From an optimization exercise on the open Yosys and OpenROAD flow, aimed at small area, a short achievable clock period and few clock cycles per item; shortcuts taken in it are not production practice.
Function was not checked in any run shown here: the RTL went through the layout flow alone.

## flow/design.v (module list and top-level ports; edited modules follow where they fit)
// module epoch_seconds_to_civil_date_top: 2574 lines
module epoch_seconds_to_civil_date_top (
	input  logic                                clk,
	input  logic                                arst_n,
	input  logic                                in_valid,
	output logic                                in_ready,
	input  logic signed [e2cd_pkg::SECS_W-1:0]  unix_seconds,
	output logic                                out_valid,
	input  logic                                out_ready,
	output logic signed [e2cd_pkg::YEAR_W-1:0]  year,
	output logic [e2cd_pkg::MONTH_W-1:0]        month,
	output logic [e2cd_pkg::DOM_W-1:0]          day_of_month,
	output logic [e2cd_pkg::WDAY_W-1:0]         weekday
);
  // ...
==> flow/run.sh <==
#!/bin/bash
# synth_recipe.tcl (not shown) runs the flow's synth.tcl, then flattens the netlist and writes it again
# the make line also repeats each setting of config.mk as NAME=value (left out here)
make -C /OpenROAD-flow-scripts/flow DESIGN_CONFIG=/design/flow/config.mk WORK_HOME=/design/flow/orfs CLKGATE_MAP_FILE= SYNTH_SCRIPT=/design/flow/synth_recipe.tcl finish
==> flow/config.mk <==
export PLATFORM = sky130hd
export DESIGN_NAME = epoch_seconds_to_civil_date_top
export DESIGN_NICKNAME = epoch_seconds_to_civil_date_top
export VERILOG_FILES = /design/flow/design.v
export SDC_FILE = /design/flow/constraint.sdc
export NUM_CORES = 4
export LEC_CHECK = 0
export CAP_MARGIN = 20
export CORE_MARGIN = 2
export CORE_UTILIZATION = 55
export SETUP_SLACK_MARGIN = 3.0
export SLEW_MARGIN = 20
==> flow/constraint.sdc <==
create_clock -name core_clock -period 8.5 [get_ports {clk}]
set_input_delay 1.7000 -clock core_clock [delete_from_list [all_inputs] [get_ports {clk}]]
set_output_delay 1.7000 -clock core_clock [all_outputs]
set_load 0.01 [all_outputs]
==> flow_summary.json, run 1 <==
{
  "status": "timing/DRC/antenna clean",
  "overflow": 0,
  "grt_pass1_vias": 20100,
  "place_area_um2": 30100,
  "ys_types": 77,
  "reg2reg_slack_ns": 3.07,
  "rows": 83,
  "drc_errors": 0,
  "busiest_layer": "met2",
  "seq_share": 0.222,
  "buffers": 199,
  "num-multi-input-gates": 1619,
  "hold_class": "reg -> reg",
  "hold_viol": 0,
  "nFillCells": 4119,
  "start_kind": "flop",
  "largest_register": "s_0",
  "nClkBuffers": 36,
  "drv_slew": 0,
  "cts.path.max_buffers": 3,
  "critPathTopFamily": "adder cells",
  "largest_register_ffs": 41,
  "synthAdderAreaFrac": 0.451
}
==> inputs of run 2 (changes only) <==
--- a/flow/config.mk
+++ b/flow/config.mk
@@ -7,6 +7,6 @@
 export LEC_CHECK = 0
 export CAP_MARGIN = 20
 export CORE_MARGIN = 2
-export CORE_UTILIZATION = 55
+export CORE_UTILIZATION = 35
 export SETUP_SLACK_MARGIN = 3.0
 export SLEW_MARGIN = 20
==> run 2 against run 1 <==
Compared with the run above: utilization decreased by 22 points; fmax is 1.7% higher; clock skew shrank 0.011 ns; global-route usage is 9.4 points lower; die area grew 56%; via count down 2.7%; register-to-register slack improved by 0.09 ns; critical path type unchanged.
==> flow_summary.json, run 2 <==
{
  "post-route-period-util": 0.628,
  "max-cap-violations": 0,
  "clkLatencyLatePin_ns": 0.58,
  "port_buffers": 79,
  "yosysTopAreaCellShare": 0.296,
  "yosys.area_share.simple": 0.0542,
  "setup_viol_count_final": 0,
  "ys_ff_latch": 241,
  "nets": 3678,
  "relSlewSlack": 0.373,
  "root_buffer": "clkbuf_16",
  "place_area_um2": 30500,
  "ys_async_sr_fraction": 0.0249,
  "ios": 90,
  "ys_seq_area_frac": 0.254,
  "hold_class": "reg -> reg",
  "worstSetupPathType": "reg -> reg",
  "cts_max_level": 1,
  "yosysWarnings": 2,
  "avgSynthCellArea_um2": 10.8,
  "mostFrequentLayoutCells": "inv_1 (735), fa_1 (413), ha_1 (338)",
  "grt_max_degree": 148,
  "cts_made_buffers": 29,
  "tns_ns": 0,
  "arrival_ns": 5.66,
  "hp-start": "s_0[10]",
  "cts.sinks": 241,
  "grt.total_usage": 0.150,
  "rows": 104,
  "final_common_cell": "inv_1",
  "drt_pass1_iterations": 7,
  "cts.path.max_buffers": 3,
  "ant_nets": 0,
  "synthCells": 2627,
  "postLayoutCellArea_um2": 33000,
  "top_regs": "s_0 x41, out_q x33",
  "reg2reg_from": "yc_4[2]",
  "synth_top_family_by_area": "adder cells",
  "wirelength_um": 60700,
  "place_congestion": 0.874,
  "antenna_found_initial": 0,
  "drt_iter0_markers": 905,
  "core_area_um2": 80400,
  "crit_required_ns": 8.81,
  "yosys.area.top_type": "fa_1",
  "clk_pin_slew_ns": 0.06,
  "synth_edf_count": 235,
  "drive_gt1_frac": 0.0994,
  "timing.fmax_mhz": 187,
  "drc_errors": 0,
  "synth_most_common_cell": "inv_1",
  "start_util": 0.353,
  "overflow": 0,
  "cp_max_fo": 7,
  "end_kind": "flop",
  "synth_xor_area_frac": 0.0401,
  "reg2regPathDepth": 21,
  "synth_flop_cell": "edfxtp_1",
  "grt_pass1_vias": 19200,
  "largest_register_ffs": 41,
  "timing.rr.end": "out_q[7]",
  "hold_viol": 0,
  "netlist_top_cells_count": "inv_1 (755), fa_1 (420), ha_1 (352)",
  "holdPathStages": 0,
  "diodes": 0,
  "via_per_inst": 4.67,
  "cts_tree": "done",
  "status": "timing/DRC/antenna clean",
  "ys_types": 77,
  "synthesis.area_um2": 28400,
  "largest_register": "s_0",
  "rsz0062_at_grt": "true",
  "synth_compound_area_frac": 0.0968,
  "synth_area_leaders": "fa_1 (30%), edfxtp_1 (25%), ha_1 (15%), inv_1 (10%), xnor2_1 (2.9%)",
  "drv_slew": 0,
  "holdPathEnd": "ulo_1[10]",
  "grt_pass1_wl_um": 101000,
  "hpwl_um": 48300,
  "die_h_um": 289,
  "synthAdderAreaFrac": 0.451,
  "worst_pin_slew_ns": 0.941,
  "die_width_um": 289,
  "reg2reg_slack_ns": 3.16,
  "area_growth_pct": 16.2,
  "synthMuxAreaShare": 0.00233,
  "period_needed_ns": 5.34,
  "dieArea_um2": 83500,
  "vias": 18400,
  "start_kind": "flop",
  "finClkSkew_ns": 0.0180,
  "drt-wirelength-per-cell_um": 15.4
}
==> run 2: changes by cell type in the layout (fill, tap and decap cells not counted), sizes merged <==
cell and delta:
bufinv +2, buf +9, clkinv +2, inv -1, clkbuf -7, clkinvlp +2
==> run 2: layout make-up <==
type,instances,area [um2]
sequential,241,7210
clock inverter,24,323
clock buffer,29,726
multi-input combinational,1619,18700
fill,7741,47400
inverter,755,2880
timing repair buffer,208,1810
tap,1060,1330
==> run 2: metrics by stage <==
stage | worst slack [ns] | utilization | std cells | hold WS [ns]
6_report | 3.16 | 0.411 | 3936 | 0.418
5_1_grt | 2.92 | 0.411 | 3936 | 0.420
4_1_cts | 2.87 | 0.400 | 3873 | 0.418
3_5_place_dp | 2.20 | 0.380 | 3759 | 0.405
3_3_place_gp | 2.24 | 0.380 | 3759 | 0.400
2_1_floorplan | 3.19 | - | 2629 | 0.400
==> run 2: per-layer routing <==
metal	GRT usage	share of wire	vias to the layer above
li1	-	-	8956
met3	0.0168	0.037	98
met2	0.258	0.48	341
met4	0.0327	0.021	0
met5	0	0	-
met1	0.205	0.46	9003
==> run 2: how the worst max path moves through the flow <==
stage,to,from,slack [ns]
final,out_q[7],yc_4[2],3.16
after global routing,n_3[15],r_2[25],2.92
after CTS,out_q[7],yc_4[1],2.87
after detailed placement,out_q[7],yc_4[0],2.20
after global placement,out_q[7],yc_4[0],2.24
after floorplan,n_3[17],r_2[13],3.19
==> run 2: cells by family (layout without fill, tap and decap cells) <==
kind of cell	Yosys count	count (layout)
compound gates	408	408
flops	241	241
mux	6	6
other cells	1	3
fa+ha+maj	772	772
buf+inv	769	1016
simple gates	302	302
xor+xnor	128	128
==> run 2: worst max-delay path, stage by stage (launching register included) <==
cell and delay, ns:
edfxtp_1 0.46, buf_4 0.18, buf_4 0.15, fa_1 0.56, fa_1 0.41, ha_1 0.34, o21a_1 0.12, o31a_1 0.16
o31ai_4 0.29, a21oi_2 0.10, xnor2_2 0.28, buf_6 0.17, o2111ai_2 0.19, nor2b_1 0.19, o21ai_1 0.14, ha_1 0.29
ha_1 0.30, a21o_1 0.17, a21oi_1 0.16, xor2_1 0.19, xnor2_1 0.15, xnor2_1 0.08
==> run 2: what timing repair did <==
item                                    4_1_cts  5_1_grt
hold buffers                                  0        0
gates cloned                                  0        0
endpoints found under the setup margin       47       41
pin swaps                                     3       35
buffers inserted                             61       63
gates resized for setup                      22       75

==> separate check: timing with driven ports <==
No port has a modelled driver above. Below, the same layouts with a new extraction and two added sets of constraints. Step 1 sets driving cells, clkbuf_16 on the clock port and buf_2 on the other inputs (assumed; they add their load-dependent delay and slew). Step 2 times the ports against the registers' clock, not the clock port: input delays grow and output delays shrink by t, the midpoint of the rising clock arrivals with the driver on. Three values: no drivers, after step 1, after step 2; two values: the first two.
| run | t (ns) | setup slack, ns | hold slack, ns | worst register clock-pin slew, ns | cell pins on the clock port's net |
|---|---|---|---|---|---|
| run 1 | 0.631 | 3.069 / 3.069 / 3.069 | 0.400 / 0.400 / 0.400 | 0.06 / 0.06 | 1 |
| run 2 | 0.641 | 3.158 / 3.158 / 3.158 | 0.418 / 0.418 / 0.418 | 0.06 / 0.06 | 1 |
After both steps every run listed still meets setup and hold.
